This design comes from an exercise in tuning for small area on the open sky130 flow, not from production work. Only simulation tests tie the RTL to the original design; equivalence was not proved. Power and IR drop assume default switching activity.

==> flow/design.v (excerpt) <==
module light_cycle_top (
	input  wire       Clk,
	input  wire       rst,
	input  wire       step,
	input  wire       start,
	input  wire [1:0] blue_turn,
	input  wire [1:0] red_turn,
	output wire [7:0] blue_head,
	output wire [7:0] red_head,
	output wire [1:0] score_blue,
	output wire [1:0] score_red,
	output wire       round_over,
	output wire       blue_wins,
	output wire       red_wins,
	output wire       playing
);
	wire heads_step;
	wire outcome;
	wire blue_crash;
	wire red_crash;
	wire round_reset;
	cycle_motion u_motion (
		.Clk(Clk),
		.rst(rst),
		.step(step),
		.blue_turn(blue_turn),
		.red_turn(red_turn),
		.playing(playing),
		.round_reset(round_reset),
		.heads_step(heads_step),
		.blue_head(blue_head),
		.red_head(red_head)
	);
	trail_collision u_collision (
		.Clk(Clk),
		.heads_step(heads_step),
		.blue_head(blue_head),
		.red_head(red_head),
		.round_reset(round_reset),
		.outcome(outcome),
		.blue_crash(blue_crash),
		.red_crash(red_crash)
	);
	match_score u_score (
		.Clk(Clk),
		.rst(rst),
		.start(start),
		.outcome(outcome),
		.blue_crash(blue_crash),
		.red_crash(red_crash),
		.score_blue(score_blue),
		.score_red(score_red),
		.round_over(round_over),
		.round_reset(round_reset),
		.playing(playing),
		.blue_wins(blue_wins),
		.red_wins(red_wins)
	);
endmodule
Settings: LEC_CHECK=0, CAP_MARGIN=20, CORE_MARGIN=2, CORE_UTILIZATION=80, CTS_BUF_LIST=sky130_fd_sc_hd__clkbuf_8, CTS_CLUSTER_DIAMETER=100, CTS_CLUSTER_SIZE=30, SLEW_MARGIN=20, SYNTH_HIERARCHICAL=1; clock period 4.0 ns.
run.sh (not shown) runs the stock make flow with config.mk's settings and CLKGATE_MAP_FILE= SYNTH_SCRIPT=/design/flow/synth_recipe.tcl, a recipe that flattens the netlist after the stock synthesis.
The baseline stopped in 5_1_grt, error DPL-0033.
Then changed:
--- a/flow/config.mk
+++ b/flow/config.mk
@@ -9,7 +9,7 @@
 export CORE_MARGIN = 2
 export CORE_UTILIZATION = 80
-export CTS_BUF_LIST = sky130_fd_sc_hd__clkbuf_8
-export CTS_CLUSTER_DIAMETER = 100
-export CTS_CLUSTER_SIZE = 30
+export CTS_BUF_LIST = sky130_fd_sc_hd__clkbuf_16
+export CTS_CLUSTER_DIAMETER = 200
+export CTS_CLUSTER_SIZE = 50
 export SLEW_MARGIN = 20
 export SYNTH_HIERARCHICAL = 1
The changed run stopped in 5_1_grt with GRT-0232. Area after synthesis is unchanged. Synthesized cell count is unchanged.

Another version of the RTL of light_cycle_top (not shown whole).
Size in the first run: roughly 230 flip-flops, about 32 I/O pins, about 7800 sq um of cells after synthesis.
Settings: LEC_CHECK=0, CAP_MARGIN=10, CORE_MARGIN=2, CORE_UTILIZATION=65, CTS_BUF_LIST=sky130_fd_sc_hd__clkbuf_4, CTS_CLUSTER_DIAMETER=40, CTS_CLUSTER_SIZE=10, GPL_ROUTABILITY_DRIVEN=0, GPL_TIMING_DRIVEN=0, SLEW_MARGIN=10, SYNTH_HIERARCHICAL=1; clock period 4.0 ns.
standard.sh (not shown) runs the stock make flow with config.mk's settings and CLKGATE_MAP_FILE= SYNTH_SCRIPT=/design/flow/synth_recipe.tcl, a recipe that flattens the netlist after the stock synthesis.
==> flow/flow/run.sh <==
#!/bin/bash
# Own layout flow: the standard flow (standard.sh, which runs the
# standard synthesis script) with
# - ABC mapping for a light load, so it picks small cells (placement
#   repair sizes up the ones that need it),
# - the smallest buffer on the ports,
# - ABC's buffers removed before placement,
# - clock tree synthesis without dummy loads.
# standard.sh's output goes to standard.log here; each ORFS step logs
# under orfs/logs.
set -euo pipefail
export BUFFER_PORTS_ARGS="-buffer_cell sky130_fd_sc_hd__buf_1"
export REMOVE_ABC_BUFFERS=1
export CTS_ARGS="-sink_clustering_enable -repair_clock_nets -dont_use_dummy_load -buf_list sky130_fd_sc_hd__clkbuf_4 -sink_clustering_size 10 -sink_clustering_max_diameter 40"
bash standard.sh ABC_LOAD_IN_FF=1 finish > standard.log 2>&1
The starting point finished with timing, DRC and antenna clean.
Edit:
--- a/flow/flow/run.sh
+++ b/flow/flow/run.sh
@@ -13,3 +13,3 @@
 export REMOVE_ABC_BUFFERS=1
-export CTS_ARGS="-sink_clustering_enable -repair_clock_nets -dont_use_dummy_load -buf_list sky130_fd_sc_hd__clkbuf_4 -sink_clustering_size 10 -sink_clustering_max_diameter 40"
+export CTS_ARGS="-sink_clustering_enable -repair_clock_nets -dont_use_dummy_load -buf_list sky130_fd_sc_hd__clkbuf_4 -sink_clustering_size 12 -sink_clustering_max_diameter 35"
 bash standard.sh ABC_LOAD_IN_FF=1 finish > standard.log 2>&1
CTS_CLUSTER_DIAMETER = 35   (was 40)
CTS_CLUSTER_SIZE = 12   (was 10)
GPL_ROUTABILITY_DRIVEN = default   (was 0)
Flip-flop and latch count does not change.
Area after synthesis stays the same.
Worst hold slack degrades by 0.035 ns.
Clock power rose by about 6%.
Power went up by 1.5%.
Setup slack gets better by 0.062 ns.
Maximum frequency is higher by 1.7%.
Combinational power hardly moves.
Edit:
--- a/flow/flow/run.sh
+++ b/flow/flow/run.sh
@@ -13,3 +13,3 @@
 export REMOVE_ABC_BUFFERS=1
-export CTS_ARGS="-sink_clustering_enable -repair_clock_nets -dont_use_dummy_load -buf_list sky130_fd_sc_hd__clkbuf_4 -sink_clustering_size 12 -sink_clustering_max_diameter 35"
+export CTS_ARGS="-sink_clustering_enable -repair_clock_nets -dont_use_dummy_load -buf_list sky130_fd_sc_hd__clkbuf_4 -sink_clustering_size 10 -sink_clustering_max_diameter 40"
 bash standard.sh ABC_LOAD_IN_FF=1 finish > standard.log 2>&1
CORE_UTILIZATION = 60   (was 65)
CTS_CLUSTER_DIAMETER = 40   (was 35)
CTS_CLUSTER_SIZE = 10   (was 12)
Area after synthesis is unchanged; power falls by 1.9%; cell area barely changes; via count is lower by 1.5%; first-iteration DRC count goes up by 1.4%; count of clock-buffer cells in the layout goes down by 6; worst hold slack is better by 0.056 ns; setup slack is worse by 0.16 ns.

==> port drivers added, routing unchanged <==
The results above use ideal ports. As a check the final layouts listed here were re-extracted and re-timed, cells and wires unchanged.
Step 1, drivers: a clkbuf_16 drives Clk and a buf_2 each remaining input, both assumed.
Step 2, shift: input delay + t, output delay - t, t = (earliest + latest rising clock arrival at the registers) / 2. This alone moves slack from input paths to output paths.
Three values: ideal ports, drivers, drivers and shift; two values: the first two.
run	shift t [ns]	setup slack, ns	worst setup path at the end	latest minus earliest clock arrival (ns)	worst slew at a driven data input, ns
the first run of note 2	0.653	0.212 / 0.212 / 0.212	register to register	0.055 / 0.055	0.03
the second run of note 2	0.620	0.274 / 0.274 / 0.274	register to register	0.078 / 0.078	0.03
the third run of note 2	0.655	0.110 / 0.110 / 0.110	register to register	0.025 / 0.025	0.03
After both steps setup and hold are still met in every run listed.
